Context: an optimization exercise on an open-source flow, tuned for small area, a short achievable clock period and few clock cycles per item. The choices shown serve that exercise and are no tape-out recipe.
The RTL was checked by simulation tests, not by an equivalence proof against the original design.
No activity file was given, so power comes from the tool's default toggle rates.

File: flow/run.sh
#!/bin/bash
# synth_recipe.tcl (not shown) runs the flow's synth.tcl, then flattens the netlist and writes it again
# the make line also repeats each setting of config.mk as NAME=value (left out here)
make -C /OpenROAD-flow-scripts/flow DESIGN_CONFIG=/design/flow/config.mk WORK_HOME=/design/flow/orfs CLKGATE_MAP_FILE= SYNTH_SCRIPT=/design/flow/synth_recipe.tcl finish
File: flow/config.mk
export PLATFORM = sky130hd
export DESIGN_NAME = array_list_insert_remove_core
export DESIGN_NICKNAME = array_list_insert_remove_core
export VERILOG_FILES = /design/flow/design.v
export SDC_FILE = /design/flow/constraint.sdc
export NUM_CORES = 8
export LEC_CHECK = 0
export CAP_MARGIN = 20
export CORE_MARGIN = 2
export CORE_UTILIZATION = 25
export PLACE_DENSITY = 0.35
export SLEW_MARGIN = 20
File: flow/constraint.sdc
create_clock -name core_clock -period 8.5 [get_ports {aclk}]
set_input_delay 1.7000 -clock core_clock [delete_from_list [all_inputs] [get_ports {aclk}]]
set_output_delay 1.7000 -clock core_clock [all_outputs]
set_load 0.01 [all_outputs]
File: flow/design.v
package alir_pkg;
    localparam int DEPTH_DEF = 128;
    localparam int OPCODE_W  = 3;
    localparam int VALUE_W   = 32;
    localparam int POS_W     = 8;
    localparam int STATUS_W  = 2;
    localparam int LEN_W     = 8;
    localparam int S_TDATA_W = 48;
    localparam int M_TDATA_W = 48;
    localparam logic [OPCODE_W-1:0] OP_APPEND     = 3'd0;
    localparam logic [OPCODE_W-1:0] OP_PREPEND    = 3'd1;
    localparam logic [OPCODE_W-1:0] OP_INSERT_AT  = 3'd2;
    localparam logic [OPCODE_W-1:0] OP_REMOVE_AT  = 3'd3;
    localparam logic [OPCODE_W-1:0] OP_REMOVE_VAL = 3'd4;
    localparam logic [OPCODE_W-1:0] OP_READ       = 3'd5;
    localparam logic [STATUS_W-1:0] ST_OK    = 2'd0;
    localparam logic [STATUS_W-1:0] ST_FULL  = 2'd1;
    localparam logic [STATUS_W-1:0] ST_RANGE = 2'd2;
    typedef struct packed {
        logic                capture;
        logic                ins;
        logic                rem;
        logic                scan_step;
        logic                drop;
        logic                commit;
        logic                out_load;
        logic [STATUS_W-1:0] status;
    } alir_cmd_t;
    typedef struct packed {
        logic full;
        logic ins_ok;
        logic idx_ok;
        logic scan_end;
    } alir_stat_t;
endpackage
import alir_pkg::*;
module alir_ctrl
(
    input  logic                aclk,
    input  logic                aresetn,
    input  logic                s_tvalid,
    output logic                s_tready,
    input  logic [OPCODE_W-1:0] s_opcode,
    output logic                m_tvalid,
    input  logic                m_tready,
    input  alir_pkg::alir_stat_t          stat,
    output alir_pkg::alir_cmd_t           cmd
);
    localparam logic [1:0] S_IDLE = 2'd0;
    localparam logic [1:0] S_EXEC = 2'd1;
    localparam logic [1:0] S_SCAN = 2'd2;
    localparam logic [1:0] S_DONE = 2'd3;
    logic [1:0]          state_reg, state_next;
    logic [OPCODE_W-1:0] op_reg;
    logic [STATUS_W-1:0] status_reg, status_next;
    logic                m_tvalid_reg;
    logic                slot_free;
    logic                accept;
    assign slot_free = !m_tvalid_reg || m_tready;
    assign s_tready  = (state_reg == S_IDLE) || ((state_reg == S_DONE) && slot_free);
    assign accept    = s_tvalid && s_tready;
    assign m_tvalid  = m_tvalid_reg;
    always_comb begin
        state_next   = state_reg;
        status_next  = status_reg;
        cmd          = '0;
        cmd.capture  = accept;
        cmd.drop     = (op_reg == OP_REMOVE_VAL);
        cmd.status   = status_reg;
        unique case (state_reg)
            S_IDLE: begin
                if (accept) begin
                    state_next = S_EXEC;
                end
            end
            S_EXEC: begin
                state_next = S_DONE;
                unique case (op_reg)
                    OP_APPEND, OP_PREPEND, OP_INSERT_AT: begin
                        if (stat.full) begin
                            status_next = ST_FULL;
                        end else if (!stat.ins_ok) begin
                            status_next = ST_RANGE;
                        end else begin
                            status_next = ST_OK;
                            cmd.ins     = 1'b1;
                        end
                    end
                    OP_REMOVE_AT: begin
                        if (!stat.idx_ok) begin
                            status_next = ST_RANGE;
                        end else begin
                            status_next = ST_OK;
                            cmd.rem     = 1'b1;
                        end
                    end
                    OP_REMOVE_VAL: begin
                        status_next = ST_OK;
                        state_next  = S_SCAN;
                    end
                    OP_READ: begin
                        if (!stat.idx_ok) begin
                            status_next = ST_RANGE;
                        end else begin
                            status_next = ST_OK;
                            state_next  = S_SCAN;
                        end
                    end
                    default: begin
                        status_next = ST_RANGE;
                    end
                endcase
            end
            S_SCAN: begin
                if (stat.scan_end) begin
                    cmd.commit = 1'b1;
                    state_next = S_DONE;
                end else begin
                    cmd.scan_step = 1'b1;
                end
            end
            S_DONE: begin
                if (slot_free) begin
                    cmd.out_load = 1'b1;
                    state_next   = accept ? S_EXEC : S_IDLE;
                end
            end
            default: begin
                state_next = S_IDLE;
            end
        endcase
    end
    always_ff @(posedge aclk) begin
        if (!aresetn) begin
            state_reg    <= S_IDLE;
            m_tvalid_reg <= 1'b0;
        end else begin
            state_reg <= state_next;
            if (cmd.out_load) begin
                m_tvalid_reg <= 1'b1;
            end else if (m_tready) begin
                m_tvalid_reg <= 1'b0;
            end
        end
    end
    always_ff @(posedge aclk) begin
        status_reg <= status_next;
        if (accept) begin
            op_reg <= s_opcode;
        end
    end
endmodule
import alir_pkg::*;
module alir_datapath
#(
    parameter int DEPTH = DEPTH_DEF
) (
    input  logic                 aclk,
    input  logic                 aresetn,
    input  logic [OPCODE_W-1:0]  s_opcode,
    input  logic [VALUE_W-1:0]   s_item_value,
    input  logic [POS_W-1:0]     s_item_position,
    input  alir_pkg::alir_cmd_t            cmd,
    output alir_pkg::alir_stat_t           stat,
    output logic [M_TDATA_W-1:0] m_tdata
);
    localparam int CW = $clog2(DEPTH + 1);
    localparam int XW = (CW > POS_W) ? CW : POS_W;
    localparam int PAD_W = M_TDATA_W - VALUE_W - LEN_W - STATUS_W;
    logic [VALUE_W-1:0]   cell_reg [DEPTH];
    logic [CW-1:0]        count_reg;
    logic [CW-1:0]        len_reg;
    logic [CW-1:0]        step_reg;
    logic [XW-1:0]        pos_reg;
    logic [VALUE_W-1:0]   val_reg;
    logic [VALUE_W-1:0]   rd_reg;
    logic [M_TDATA_W-1:0] m_tdata_reg;
    logic [XW-1:0]        pos_in;
    logic [XW-1:0]        count_x;
    logic [CW-1:0]        len_m1;
    logic                 head_match;
    logic                 keep;
    assign count_x    = XW'(count_reg);
    assign len_m1     = len_reg - 1'b1;
    assign head_match = (cell_reg[0] == val_reg);
    assign keep       = !(cmd.drop && head_match);
    always_comb begin
        unique case (s_opcode)
            OP_APPEND:  pos_in = count_x;
            OP_PREPEND: pos_in = '0;
            default:    pos_in = XW'(s_item_position);
        endcase
    end
    assign stat.full     = (count_reg == CW'(DEPTH));
    assign stat.ins_ok   = (pos_reg <= count_x);
    assign stat.idx_ok   = (pos_reg < count_x);
    assign stat.scan_end = (step_reg == count_reg);
    for (genvar j = 0; j < DEPTH; j++) begin : g_cell
        logic [VALUE_W-1:0] below;
        logic [VALUE_W-1:0] above;
        logic [VALUE_W-1:0] cell_next;
        if (j > 0) begin : g_below
            assign below = cell_reg[j-1];
        end else begin : g_bottom
            assign below = cell_reg[j];
        end
        if (j < DEPTH - 1) begin : g_above
            assign above = cell_reg[j+1];
        end else begin : g_top
            assign above = cell_reg[j];
        end
        always_comb begin
            cell_next = cell_reg[j];
            if (cmd.ins) begin
                if (XW'(j) == pos_reg) begin
                    cell_next = val_reg;
                end else if (XW'(j) > pos_reg) begin
                    cell_next = below;
                end
            end else if (cmd.rem) begin
                if (XW'(j) >= pos_reg) begin
                    cell_next = above;
                end
            end else if (cmd.scan_step) begin
                if (keep && (CW'(j) == len_m1)) begin
                    cell_next = cell_reg[0];
                end else begin
                    cell_next = above;
                end
            end
        end
        always_ff @(posedge aclk) begin
            cell_reg[j] <= cell_next;
        end
    end
    always_ff @(posedge aclk) begin
        if (!aresetn) begin
            count_reg <= '0;
        end else if (cmd.ins) begin
            count_reg <= count_reg + 1'b1;
        end else if (cmd.rem) begin
            count_reg <= count_reg - 1'b1;
        end else if (cmd.commit) begin
            count_reg <= len_reg;
        end
    end
    always_ff @(posedge aclk) begin
        if (cmd.capture) begin
            pos_reg  <= pos_in;
            val_reg  <= s_item_value;
            len_reg  <= count_reg;
            step_reg <= '0;
            rd_reg   <= '0;
        end else if (cmd.scan_step) begin
            step_reg <= step_reg + 1'b1;
            if (!keep) begin
                len_reg <= len_m1;
            end
            if (!cmd.drop && (XW'(step_reg) == pos_reg)) begin
                rd_reg <= cell_reg[0];
            end
        end
        if (cmd.out_load) begin
            m_tdata_reg <= {PAD_W'(0), rd_reg, LEN_W'(count_reg), cmd.status};
        end
    end
    assign m_tdata = m_tdata_reg;
endmodule
import alir_pkg::*;
module array_list_insert_remove_core
#(
    parameter int DEPTH = DEPTH_DEF
) (
    input  logic                 aclk,
    input  logic                 aresetn,
    input  logic                 s_tvalid,
    output logic                 s_tready,
    input  logic [S_TDATA_W-1:0] s_tdata,    
    output logic                 m_tvalid,
    input  logic                 m_tready,
    output logic [M_TDATA_W-1:0] m_tdata     
);
    alir_pkg::alir_cmd_t  cmd;
    alir_pkg::alir_stat_t stat;
    logic [OPCODE_W-1:0] s_opcode;
    logic [VALUE_W-1:0]  s_item_value;
    logic [POS_W-1:0]    s_item_position;
    assign s_opcode        = s_tdata[OPCODE_W-1:0];
    assign s_item_value    = s_tdata[OPCODE_W +: VALUE_W];
    assign s_item_position = s_tdata[OPCODE_W + VALUE_W +: POS_W];
    alir_ctrl u_ctrl (
        .aclk     (aclk),
        .aresetn  (aresetn),
        .s_tvalid (s_tvalid),
        .s_tready (s_tready),
        .s_opcode (s_opcode),
        .m_tvalid (m_tvalid),
        .m_tready (m_tready),
        .stat     (stat),
        .cmd      (cmd)
    );
    alir_datapath #(
        .DEPTH (DEPTH)
    ) u_datapath (
        .aclk            (aclk),
        .aresetn         (aresetn),
        .s_opcode        (s_opcode),
        .s_item_value    (s_item_value),
        .s_item_position (s_item_position),
        .cmd             (cmd),
        .stat            (stat),
        .m_tdata         (m_tdata)
    );
endmodule
==> run notes <==
## cells in the mapped netlist, types with 243 or more instances
| cell type | count |
|---|---|
| sky130_fd_sc_hd__o221ai_1 | 2821 |
| sky130_fd_sc_hd__edfxtp_1 | 4191 |
| sky130_fd_sc_hd__nor2_1 | 248 |
| sky130_fd_sc_hd__a221oi_1 | 507 |
| sky130_fd_sc_hd__o211ai_1 | 694 |
| sky130_fd_sc_hd__buf_1 | 243 |
| sky130_fd_sc_hd__nand2_1 | 678 |
| sky130_fd_sc_hd__nand3_1 | 3341 |
| sky130_fd_sc_hd__mux2i_1 | 3687 |
| sky130_fd_sc_hd__a21oi_1 | 686 |
| sky130_fd_sc_hd__clkbuf_1 | 2628 |
| sky130_fd_sc_hd__nand2b_1 | 300 |
## cells by family after synthesis
logic type	after synthesis	share of synthesized area, %
AO/OA/AOI/OAI	5463	17.6
AND/OR/NAND/NOR	4911	9.93
flip-flops	4242	52.0
multiplexers	3714	15.2
buffers and inverters	3121	4.92
XOR/XNOR	60	0.215
adder cells (fa/ha/maj)	23	0.118
other	1	0.00154
## path summary, 6_finish.rpt
check | end | from | cells after the start | slack (ns)
hold / removal | u_datapath.m_tdata_reg[31]$_DFFE_PP_ | u_datapath.rd_reg[21]$_SDFFE_PP0P_ | 0 | 0.43
setup reg to reg | u_datapath.cell_reg[123][7]$_DFFE_PP_ | u_datapath.count_reg[5]$_SDFFE_PN0P_ | 10 | 2.25
setup / recovery | u_datapath.cell_reg[123][7]$_DFFE_PP_ | u_datapath.count_reg[5]$_SDFFE_PN0P_ | 10 | 2.25
hold reg to reg | u_datapath.m_tdata_reg[31]$_DFFE_PP_ | u_datapath.rd_reg[21]$_SDFFE_PP0P_ | 0 | 0.43
## per-stage QoR
step / utilization, % / area [sq um] / hold slack, ns / worst slack [ns] / total power, W
global placement: 26.8 / 260000 / 0.416 / 2.51 / 0.0770
finish: 28.7 / 279000 / 0.427 / 2.25 / 0.102
floorplan: - / 244000 / 0.400 / 2.32 / 0.0584
detailed placement: 26.8 / 261000 / 0.416 / 2.50 / 0.0774
global route: 28.6 / 278000 / 0.442 / 2.08 / 0.106
CTS: 28.6 / 278000 / 0.430 / 2.48 / 0.102
## report_power, final
part | switching, W | internal (W)
Combinational | 0.0277 | 0.0102
Sequential | 0.00538 | 0.0349
Clock | 0.0104 | 0.0138
## routing by layer
| metal | track usage [%] | wire length [um] |
|---|---|---|
| met1 | 37.8 | 614000 |
| met2 | 37.2 | 560000 |
| met3 | 6.32 | 119000 |
| met4 | 11.0 | 59400 |
| met5 | 0 | 287 |
## layout make-up
class / count / area, sq um / area share, %
flip-flops and latches: 4242 / 127000 / 45.5
clock inverters: 215 / 1390 / 0.497
clock buffers: 793 / 16200 / 5.83
diodes: 127 / 318 / 0.114
inverters: 34 / 130 / 0.0467
multi-input cells: 14177 / 109000 / 38.9
repair buffers: 1012 / 9040 / 3.24
well taps: 12922 / 16200 / 5.80
## worst max-delay path: cells and delay by family (launching register included)
family          cells  cell delay, ns
buf+inv             5            2.86
compound gates      4            1.51
fa+ha+maj           1            0.38
flops               1            0.62
==> reports/summary.txt <==
CLOCK TREE
------------------------------------------------------------------------------
TritonCTS clock tree                                                      done
Number of sinks on the clock net                                         4,242
Hold bufs inserted after CTS                                                 0
Clk Latency, worst-skew pair                                           1.12 ns
Number of buffers added by the clock tree synthesis step                   607
Worst-path clk slew                                                    0.06 ns
Postcts setup bufs                                                           0
Clock root buffer master                                          sky130_fd_sc_hd__clkbuf_16
Post-cts repair resize count                                                 0
Number of buffers between clock root and the deepest sink                    5
CTS HTree Levels                                                             6

CELLS AND AREA
------------------------------------------------------------------------------
Fraction of layout cells with a size suffix above 1                      10.9%
Largest register FFs                                                     4,096
Most common library cell in the layout ignoring fill and taps     sky130_fd_sc_hd__edfxtp_1
Commonest non-fill, non-tap cells in the layout                   4,191 x sky130_fd_sc_hd__edfxtp_1, 3,687 x sky130_fd_sc_hd__mux2i_1, 3,254 x sky130_fd_sc_hd__nand3_1
Post-layout instance count excluding filler cells                        33.5k
Number of filler cells placed in the layout                               101k
Post-layout net count                                                    20.1k
Layout Area Growth over Synthesis                                        14.2%

POWER
------------------------------------------------------------------------------
Worst voltage drop across the vdd grid                                  294 uV
Leakage power                                                           109 nW
Total power divided by cell area                                   368 nW/um^2

GLOBAL ROUTING
------------------------------------------------------------------------------
Grt ovf                                                                      0
Initial antenna violation count                                            145
Via count of the first global-routing pass                                198k
Wire length of the first global-routing pass                      1,820,000 um
GRT Resource Usage Total                                                 26.2%
Pin count of the biggest net entering global routing                       256

STA
------------------------------------------------------------------------------
Highest clock rate                                                   0.160 GHz
Clock Skew                                                            0.125 ns
Fin. Hold Viols                                                              0
Slew of the pin with the lowest slew margin                            1.37 ns
Setup-failing EPs final                                                      0
RSZ-0062 raised after global routing                                        no
Fin crit period                                                        6.25 ns
Worst-case headroom to the max-slew limit                                8.20%
Final Cycle Share                                                        73.5%
Setup_tns                                                                 0 ns
Max Slew Vio Count                                                           0

SYNTHESIS
------------------------------------------------------------------------------
Async SR Flop Fraction                                                      0%
Proportion of netlist area held by the largest area contributor          51.6%
Synthesized cell area                                             244,000 sq um
Largest cells by area after synthesis                             sky130_fd_sc_hd__edfxtp_1 52%, sky130_fd_sc_hd__mux2i_1 15%, sky130_fd_sc_hd__o221ai_1 10%
EDFF count, synth                                                        4,191
Cell type with the highest aggregate area in the netlist          sky130_fd_sc_hd__edfxtp_1
Distinct cell type count of the synthesized netlist                         75
Flip-flop and latch count after synthesis                                4,242
Dominant synthesized flop cell                                    sky130_fd_sc_hd__edfxtp_1
Seq/Total Area, Yosys                                                    52.0%
Synth Warn #                                                                 3
Average instance area after synthesis                               11.3 sq um
Post-Syn Instances                                                       21.5k

DETAILED ROUTING
------------------------------------------------------------------------------
Detailed Route WL                                                 1,350,000 um
Via-per-instance ratio                                                    6.24
Initial DRT Pass Iterations                                                  8
Detail-routed net length per standard cell                             40.4 um
DR vias                                                                   209k
Drt drc                                                                      0
Residual antenna-violating net count after detailed routing                  0
Iteration-0 DRC Markers                                                  29.9k

DIE
------------------------------------------------------------------------------
Number of ports placed on the die boundary                                 102
Height of the die                                                       992 um
Cell Rows                                                                  362
Core Box Area                                                     972,000 sq um
Starting density of the core                                             25.1%
Die width                                                               992 um
Area of the die                                                   984,000 sq um

PLACED DESIGN
------------------------------------------------------------------------------
Placer congestion estimate                                               0.927
Buffers on Ports                                                            90
Post-DP HPWL                                                        873,000 um
Placed instance count                                                    32.4k

WORST SETUP PATH
------------------------------------------------------------------------------
Capturing element type of the critical path                           register
Data arrival time of the critical path                                 6.96 ns
Crit start category                                                   register
Top fanout value on the critical path                                      255
Chain of cells forming the critical path                          inv_1 > ha_1 > a21oi_1 > o21ai_1 > a221o_4 > buf_4 > buf_4 > buf_12 > buf_12 > o221ai_1
Type of the worst setup path                                        reg -> reg
Slowest cell delay on critical path                                    0.79 ns
Required time reported for the critical path endpoint                  9.21 ns
Cell with the largest stage delay on the worst path               sky130_fd_sc_hd__buf_12

FLOW RUN
------------------------------------------------------------------------------
Count of max-cap constraint violations                                       0

WORST HOLD PATH
------------------------------------------------------------------------------
Class of the most critical hold timing path                         reg -> reg

RUN STATUS
------------------------------------------------------------------------------
Run status                                    no timing/DRC/antenna violations

Testbench counts, summed over its fixed seeds: cycles 91,653, ops 4,800.

[what the ideal ports hide]
The flow's constraints put no driver on any port. The routed layout listed below was extracted and timed again, unchanged, in two steps.
Step 1 sets driving cells, clkbuf_16 on the clock port and buf_2 on the other inputs (assumed; they add their load-dependent delay and slew).
Step 2, shift: input delay + t, output delay - t, t = (earliest + latest rising clock arrival at the registers) / 2. This alone moves slack from input paths to output paths.
Three values: no drivers, after step 1, after step 2; two values: the first two.
t, ns: 1.222
setup slack, ns: 2.250 / 2.250 / 2.250
clock arrival spread, ns: 0.132 / 0.132
worst register clock-pin slew, ns: 0.06 / 0.06
pins driven straight from the clock port: 1
After both steps setup and hold are still met in this run. The setup slack of this run moves by 0.000 ns with the drivers and by 0.000 ns with both steps.
